What follows belongs to an exercise in optimizing a design on an open flow for small area, a short achievable clock period and few clock cycles; a production flow would make more cautious choices. In this exercise RTL edits were held to simulation tests only and were not proved equivalent to the original. No activity file was given, so power comes from the tool's default toggle rates.

**flow/design.v**
```verilog
package pcpi_mmul_pkg;
  localparam logic [6:0] OPC_CUSTOM0 = 7'b0001011;
  localparam logic [2:0] F3_WRITE = 3'b000;
  localparam logic [2:0] F3_READ  = 3'b010;
  localparam logic [2:0] F3_RUN   = 3'b111;
  localparam logic [2:0] F3_CLEAR = 3'b101;
  localparam logic [7:0] REG_A      = 8'h00;
  localparam logic [7:0] REG_B      = 8'h40;
  localparam logic [7:0] REG_BIAS   = 8'h80;
  localparam logic [7:0] REG_THRESH = 8'hC0;
  typedef enum logic [1:0] {
    S_IDLE,
    S_RESP,
    S_RUN,
    S_DONE
  } state_t;
endpackage
module pcpi_mmul_pe #(
  parameter int DW   = 16,
  parameter int ACCW = 35
) (
  input  logic                   clk,
  input  logic                   resetn,
  input  logic                   en,
  input  logic                   seed,
  input  logic                   clr,
  input  logic signed [DW-1:0]   a_in,
  input  logic signed [DW-1:0]   b_in,
  input  logic signed [DW-1:0]   bias,
  output logic signed [DW-1:0]   a_out,
  output logic signed [DW-1:0]   b_out,
  output logic signed [ACCW-1:0] acc
);
  logic signed [2*DW-1:0] prod;
  assign prod = a_in * b_in;
  always_ff @(posedge clk) begin
    if (!resetn) begin
      a_out <= '0;
      b_out <= '0;
      acc   <= '0;
    end else begin
      a_out <= a_in;
      b_out <= b_in;
      if (clr)
        acc <= '0;
      else if (seed)
        acc <= ACCW'(bias) + ACCW'(prod);
      else if (en)
        acc <= acc + ACCW'(prod);
    end
  end
endmodule
module pcpi_systolic_mmul #(
  parameter int N    = 3,
  parameter int DW   = 16,
  parameter int ACCW = 2*DW+$clog2(N)+1
) (
  input  logic        clk,
  input  logic        resetn,
  input  logic        pcpi_valid,
  input  logic [31:0] pcpi_insn,
  input  logic [31:0] pcpi_rs1,
  input  logic [31:0] pcpi_rs2,
  output logic        pcpi_wr,
  output logic [31:0] pcpi_rd,
  output logic        pcpi_wait,
  output logic        pcpi_ready
);
  localparam int NN = N*N;
  localparam int CW = $clog2(3*N);
  localparam logic [CW-1:0] LAST = CW'(3*N-3);
  logic signed [DW-1:0]   a_m    [NN];
  logic signed [DW-1:0]   b_m    [NN];
  logic signed [DW-1:0]   bias_m [NN];
  logic signed [DW-1:0]   thresh;
  logic signed [DW-1:0]   wdata;
  pcpi_mmul_pkg::state_t                 state;
  logic [CW-1:0]          cnt;
  logic                   done_latch;
  logic [2:0]             f3;
  logic [7:0]             idx;
  logic [5:0]             k_el;
  logic                   hi_zero;
  logic                   known;
  logic                   accept;
  logic                   go;
  logic                   run;
  logic                   clr;
  logic                   unused_bits;
  logic signed [DW-1:0]   a_feed [N];
  logic signed [DW-1:0]   b_feed [N];
  logic signed [DW-1:0]   a_in   [N][N];
  logic signed [DW-1:0]   b_in   [N][N];
  logic signed [DW-1:0]   a_pass [N][N];
  logic signed [DW-1:0]   b_pass [N][N];
  logic signed [ACCW-1:0] acc    [NN];
  logic signed [ACCW-1:0] rd_sel;
  logic signed [63:0]     rd_ext;
  logic [31:0]            rd_sat;
  logic [31:0]            mask;
  assign f3      = pcpi_insn[14:12];
  assign idx     = pcpi_rs1[7:0];
  assign k_el    = idx[5:0];
  assign hi_zero = (pcpi_rs1[31:8] == '0);
  assign wdata   = $signed(pcpi_rs2[DW-1:0]);
  assign known   = (f3 == pcpi_mmul_pkg::F3_WRITE) || (f3 == pcpi_mmul_pkg::F3_READ)
                || (f3 == pcpi_mmul_pkg::F3_RUN) || (f3 == pcpi_mmul_pkg::F3_CLEAR);
  assign accept  = (state == pcpi_mmul_pkg::S_IDLE) && pcpi_valid && !done_latch
                && (pcpi_insn[6:0] == pcpi_mmul_pkg::OPC_CUSTOM0) && known;
  assign go      = accept && (f3 == pcpi_mmul_pkg::F3_RUN);
  assign run     = (state == pcpi_mmul_pkg::S_RUN);
  assign clr     = accept && (f3 == pcpi_mmul_pkg::F3_CLEAR);
  assign unused_bits = ^{pcpi_insn[31:15], pcpi_insn[11:7],
                         pcpi_rs2[31:DW]};
  always_comb begin
    int t;
    t = 0;
    for (int r = 0; r < N; r++) begin
      t = int'(cnt) - r;
      a_feed[r] = '0;
      b_feed[r] = '0;
      if ((go || run) && t >= 0 && t < N) begin
        a_feed[r] = a_m[r*N + t];
        b_feed[r] = b_m[t*N + r];
      end
    end
  end
  for (genvar i = 0; i < N; i++) begin : g_row
    for (genvar j = 0; j < N; j++) begin : g_col
      if (j == 0) begin : g_a0
        assign a_in[i][j] = a_feed[i];
      end else begin : g_an
        assign a_in[i][j] = a_pass[i][j-1];
      end
      if (i == 0) begin : g_b0
        assign b_in[i][j] = b_feed[j];
      end else begin : g_bn
        assign b_in[i][j] = b_pass[i-1][j];
      end
      pcpi_mmul_pe #(
        .DW   (DW),
        .ACCW (ACCW)
      ) u_pe (
        .clk    (clk),
        .resetn (resetn),
        .en     (run),
        .seed   (go),
        .clr    (clr),
        .a_in   (a_in[i][j]),
        .b_in   (b_in[i][j]),
        .bias   (bias_m[i*N+j]),
        .a_out  (a_pass[i][j]),
        .b_out  (b_pass[i][j]),
        .acc    (acc[i*N+j])
      );
    end
  end
  always_comb begin
    rd_sel = '0;
    for (int k = 0; k < NN; k++)
      if (idx == 8'(k)) rd_sel = acc[k];
  end
  assign rd_ext = 64'(rd_sel);
  assign rd_sat =
    (rd_ext > 64'sh0000_0000_7fff_ffff) ? 32'h7fff_ffff :
    (rd_ext < 64'shffff_ffff_8000_0000) ? 32'h8000_0000 :
    rd_ext[31:0];
  always_comb begin
    mask = '0;
    for (int k = 0; k < NN; k++)
      mask[k] = (acc[k] >= ACCW'(thresh));
  end
  always_ff @(posedge clk) begin
    if (!resetn) begin
      state      <= pcpi_mmul_pkg::S_IDLE;
      cnt        <= '0;
      done_latch <= 1'b0;
      pcpi_ready <= 1'b0;
      pcpi_wr    <= 1'b0;
      pcpi_rd    <= '0;
      pcpi_wait  <= 1'b0;
      thresh     <= '0;
      for (int k = 0; k < NN; k++) begin
        a_m[k]    <= '0;
        b_m[k]    <= '0;
        bias_m[k] <= '0;
      end
    end else begin
      pcpi_ready <= 1'b0;
      pcpi_wr    <= 1'b0;
      pcpi_rd    <= '0;
      if (!pcpi_valid) done_latch <= 1'b0;
      unique case (state)
        pcpi_mmul_pkg::S_IDLE: begin
          if (accept) begin
            unique case (1'b1)
              (f3 == pcpi_mmul_pkg::F3_RUN): begin
                state     <= pcpi_mmul_pkg::S_RUN;
                cnt       <= CW'(1);
                pcpi_wait <= 1'b1;
              end
              (f3 == pcpi_mmul_pkg::F3_READ): begin
                state      <= pcpi_mmul_pkg::S_RESP;
                pcpi_ready <= 1'b1;
                pcpi_wr    <= 1'b1;
                pcpi_rd    <= rd_sat;
                done_latch <= 1'b1;
              end
              default: begin
                state      <= pcpi_mmul_pkg::S_RESP;
                pcpi_ready <= 1'b1;
                done_latch <= 1'b1;
                if (f3 == pcpi_mmul_pkg::F3_WRITE && hi_zero) begin
                  for (int k = 0; k < NN; k++) begin
                    if (k_el == 6'(k)) begin
                      if (idx[7:6] == pcpi_mmul_pkg::REG_A[7:6])    a_m[k]    <= wdata;
                      if (idx[7:6] == pcpi_mmul_pkg::REG_B[7:6])    b_m[k]    <= wdata;
                      if (idx[7:6] == pcpi_mmul_pkg::REG_BIAS[7:6]) bias_m[k] <= wdata;
                    end
                  end
                  if (idx == pcpi_mmul_pkg::REG_THRESH) thresh <= wdata;
                end
              end
            endcase
          end
        end
        pcpi_mmul_pkg::S_RESP: state <= pcpi_mmul_pkg::S_IDLE;
        pcpi_mmul_pkg::S_RUN: begin
          if (cnt == LAST) begin
            state <= pcpi_mmul_pkg::S_DONE;
            cnt   <= '0;
          end else begin
            cnt <= cnt + CW'(1);
          end
        end
        pcpi_mmul_pkg::S_DONE: begin
          state      <= pcpi_mmul_pkg::S_IDLE;
          pcpi_ready <= 1'b1;
          pcpi_wr    <= 1'b1;
          pcpi_rd    <= mask;
          pcpi_wait  <= 1'b0;
          done_latch <= 1'b1;
        end
        default: state <= pcpi_mmul_pkg::S_IDLE;
      endcase
    end
  end
endmodule
```
**flow/run.sh**
```bash
#!/bin/bash
# synth_recipe.tcl (not shown) runs the flow's synth.tcl, then flattens the netlist and writes it again
# the make line also repeats each setting of config.mk as NAME=value (left out here)
make -C /OpenROAD-flow-scripts/flow DESIGN_CONFIG=/design/flow/config.mk WORK_HOME=/design/flow/orfs CLKGATE_MAP_FILE= SYNTH_SCRIPT=/design/flow/synth_recipe.tcl finish
```
**flow/config.mk**
```make
export PLATFORM = sky130hd
export DESIGN_NAME = pcpi_systolic_mmul
export DESIGN_NICKNAME = pcpi_systolic_mmul
export VERILOG_FILES = /design/flow/design.v
export SDC_FILE = /design/flow/constraint.sdc
export NUM_CORES = 4
export LEC_CHECK = 0
export CAP_MARGIN = 20
export CORE_MARGIN = 2
export CORE_UTILIZATION = 40
export SLEW_MARGIN = 20
```
**flow/constraint.sdc**
```tcl
create_clock -name core_clock -period 14.0 [get_ports {clk}]
set_input_delay 2.8000 -clock core_clock [delete_from_list [all_inputs] [get_ports {clk}]]
set_output_delay 2.8000 -clock core_clock [all_outputs]
set_load 0.01 [all_outputs]
```
==> results.json <==
{
  "wl_um": 579000,
  "area_delta_synth_final_pct": 7.94,
  "drv_cap": 0,
  "rsz0062_at_grt": "false",
  "hold_path_class": "register to register",
  "pin_count": 134,
  "dpl.hpwl_um": 448000,
  "worstHoldStart": "thresh[1]$_SDFFE_PN0P_",
  "dieArea_um2": 416000,
  "crit_top_cell": "fa_1",
  "holdBufCountCts": 0,
  "crit_fanout": 32,
  "clk-insertion-delay-late_ns": 0.88,
  "timing.fmax_mhz": 77.5,
  "cp_slowest_cell": "or4b_2",
  "cts_tree": "done",
  "numCtsBuffers": 141,
  "drt_iter0_markers": 12800,
  "wire_per_inst_um": 23.4,
  "antenna_found_initial": 59,
  "synth_edf_count": 0,
  "start_util_pct": 40.2,
  "drc": 0,
  "grt_usage_pct": 27.5,
  "worst_pin_slew_ns": 1.33,
  "core_um2": 410000,
  "critPathArrivalTime_ns": 13.67,
  "synthTopCellsByArea": "fa_1 (29%), ha_1 (13%), dfxtp_1 (12%)",
  "vias": 140000,
  "synth_top_area_share_pct": 28.9,
  "ys_types": 122,
  "drive_gt1_share_pct": 4.92,
  "dieHeight_um": 645,
  "clk_path_buf_depth": 4,
  "synth-compound-area-share_pct": 15.8,
  "layout_min_cycle_time_ns": 12.91,
  "ant_nets": 0,
  "status": "no timing/DRC/antenna violations",
  "path_clk_slew_ns": 0.06,
  "portBuffers": 95,
  "critPathBufInv": 7,
  "nets": 23200,
  "setup_violations": 0,
  "reg2regPathDepth": 46,
  "drv_slew": 0,
  "cts_setup_buffers": 0,
  "clkPwrFrac_pct": 56.0,
  "grt_pass1_wl_um": 873000,
  "period_share_pct": 92.2,
  "finalSetupTns_ns": 0,
  "syn-num-nets": 23400,
  "htreeDepth": 4,
  "internal_power_mw": 5.13,
  "cpPeakStageDelay_ns": 0.71,
  "cp.required_ns": 14.76,
  "grt_overflow": 0,
  "switching_share_pct": 25.8,
  "hold_end": "thresh[1]$_SDFFE_PN0P_",
  "p_sw_mw": 1.78,
  "r2r-start": "cnt[1]$_SDFFE_PN0P_",
  "ys_ff_latch": 997,
  "vias_per_cell": 5.66,
  "start_kind": "primary input",
  "grt_pass1_vias": 139000,
  "pwr-share-seq_pct": 41.0,
  "maxSlewHeadroom_pct": 10.4,
  "hold_path_depth": 2,
  "crit_type": "primary input to register",
  "drtPass1Iterations": 6,
  "synth_flop_cell": "dfxtp_1",
  "ctsResizeCount": 0,
  "synth_largest_area_cell": "fa_1",
  "skew_ns": 0.0807,
  "placementRows": 235,
  "synth_cells": 19300,
  "path_depth": 42,
  "critical-path-top-delay-family": "adder cells",
  "final_cell_mix": "inv_1 (2783), fa_1 (2377), nand2_1 (2269), ha_1 (1672), a21oi_1 (1297)",
  "die_x_um": 645,
  "avgSynthCellArea_um2": 8.54,
  "r2r_setup_slack_ns": 1.18,
  "grt_max_degree": 170,
  "netlist_area_um2": 164000,
  "r2r_end": "g_row[0].g_col[1].u_pe.acc[33]$_SDFFE_PP0P_",
  "synth_top_family_by_area": "adder cells",
  "yosys.area_share.simple_pct": 15.7,
  "synth_seq_area_share_pct": 12.1,
  "comb_power_share_pct": 3.0,
  "cts_root_buffer": "clkbuf_16",
  "ys_warn_count": 19,
  "synth_xor_area_share_pct": 4.45,
  "hold_violations": 0,
  "total_power_mw": 6.92,
  "gp_congestion": 1.02,
  "ir_worst_vdd_mv": 0.0896,
  "p_per_area_nw_per_um2": 39.0,
  "muxShareOfSynthArea_pct": 1.87,
  "async_flop_share_pct": 0,
  "layout_commonest_cell": "inv_1",
  "cts_sinks": 997,
  "cp-end-kind": "register",
  "p_leak_nw": 80.2,
  "synth_fa_ha_area_share_pct": 41.7
}
==> cells in the mapped netlist, types with 217 or more instances <==
cell type	number
nand2b_1	229
inv_1	2784
fa_1	2377
mux2i_1	278
nand3_1	339
a21o_1	447
o21ai_0	496
clkbuf_1	641
xnor2_1	600
a21oi_1	1297
xor2_1	217
ha_1	1673
nand2_1	2272
dfxtp_1	997
nor2_1	1174
a211oi_1	250
and2_1	887
==> per-layer routing <==
layer | track usage [%] | share of wire [%] | up-vias
met4 | 15.5 | 6.6 | 22
met2 | 42.6 | 44 | 5920
met1 | 35.9 | 41 | 69200
met3 | 5.42 | 8.7 | 1385
met5 | 0.0231 | 0.025 | -
li1 | - | - | 63100
==> power by group through the flow <==
stage                     Clock, mW  Combinational [mW]  Sequential (mW)
after floorplan                   0              0.0825             2.90
after global placement            0               0.196             2.90
after detailed placement          0               0.197             2.90
after CTS                      3.90               0.198             2.84
after global routing           4.00               0.207             2.84
final                          3.87               0.208             2.84
==> through the flow <==
stage               instance area (um2)  worst slack, ns  util (%)  hold WS, ns  instances
finish                           178000             1.09      43.3        0.450      24700
floorplan                        164000             1.81         -        0.432      19300
CTS                              177000             1.21      43.3        0.451      24600
global route                     177000            0.492      43.3        0.463      24700
detailed placement               173000            0.366      42.2        0.445      24400
global placement                 173000            0.374      42.1        0.437      24400
==> worst reg2reg max path: cells and delay by family, from the launching register on <==
family | cells | cell delay (ns)
AND/OR/NAND/NOR | 9 | 2.73
buffers and inverters | 9 | 1.22
XOR/XNOR | 4 | 1.30
AO/OA/AOI/OAI | 14 | 2.94
adder cells (fa/ha/maj) | 10 | 3.99
flip-flops | 1 | 0.57
==> kinds of logic after synthesis <==
group	after synthesis
multiplexers	298
AND/OR/NAND/NOR	5568
buffers and inverters	3625
XOR/XNOR	826
flip-flops	997
AO/OA/AOI/OAI	3901
adder cells (fa/ha/maj)	4050
==> how the worst max path moves through the flow <==
| stage | start | end | slack (ns) |
|---|---|---|---|
| floorplan | pcpi_insn[6] | g_row[2].g_col[0].u_pe.acc[34]$_SDFFE_PP0P_ | 1.81 |
| global placement | pcpi_insn[0] | g_row[0].g_col[1].u_pe.acc[32]$_SDFFE_PP0P_ | 0.37 |
| detailed placement | pcpi_insn[0] | g_row[0].g_col[1].u_pe.acc[32]$_SDFFE_PP0P_ | 0.37 |
| CTS | pcpi_insn[0] | g_row[0].g_col[1].u_pe.acc[32]$_SDFFE_PP0P_ | 1.21 |
| global route | pcpi_insn[3] | g_row[0].g_col[1].u_pe.acc[34]$_SDFFE_PP0P_ | 0.49 |
| finish | pcpi_insn[0] | g_row[0].g_col[1].u_pe.acc[33]$_SDFFE_PP0P_ | 1.09 |
==> flip-flops by register name, indices dropped and copies added (netlist names), 4 cells and up <==
signal and cells:
g_row.g_col.u_pe.b_out 96, a_m 144, g_row.g_col.u_pe.a_out 96, pcpi_rd 32, cnt 4, thresh 16, g_row.g_col.u_pe.acc 315, b_m 144
bias_m 144
==> cell type report <==
type | instances | area (um2)
inverter | 2791 | 10500
clock buffer | 185 | 3920
fill | 40800 | 232000
multi-input combinational | 14600 | 131000
timing repair buffer | 513 | 4230
clock inverter | 60 | 802
antenna | 54 | 135
tap | 5451 | 6820
sequential | 997 | 20000
Testbench counts, summed over its fixed seeds: cycles 20,493.

[separate check: timing with driven ports]
No port has a modelled driver above. Below, the same layout with a new extraction and two added sets of constraints. Step 1 assumes that a clkbuf_16 drives the clock port and a buf_2 every other input. Step 2 also shifts input and output timing later by t, the mid clock arrival at the registers, as if the neighbouring blocks saw the same clock. Slacks: no drivers / after step 1 / after step 2; pairs: no drivers / after step 1.
t (ns): 0.947
setup slack, ns: 1.093 / 1.175 / 0.230
hold WS [ns]: 0.450 / 0.450 / 0.450
clock arrival spread, ns: 0.082 / 0.082
pins driven straight from the clock port: 1
After both steps setup and hold are still met in this run. The setup slack of this run moves by +0.082 ns with the drivers and by -0.863 ns with both steps.
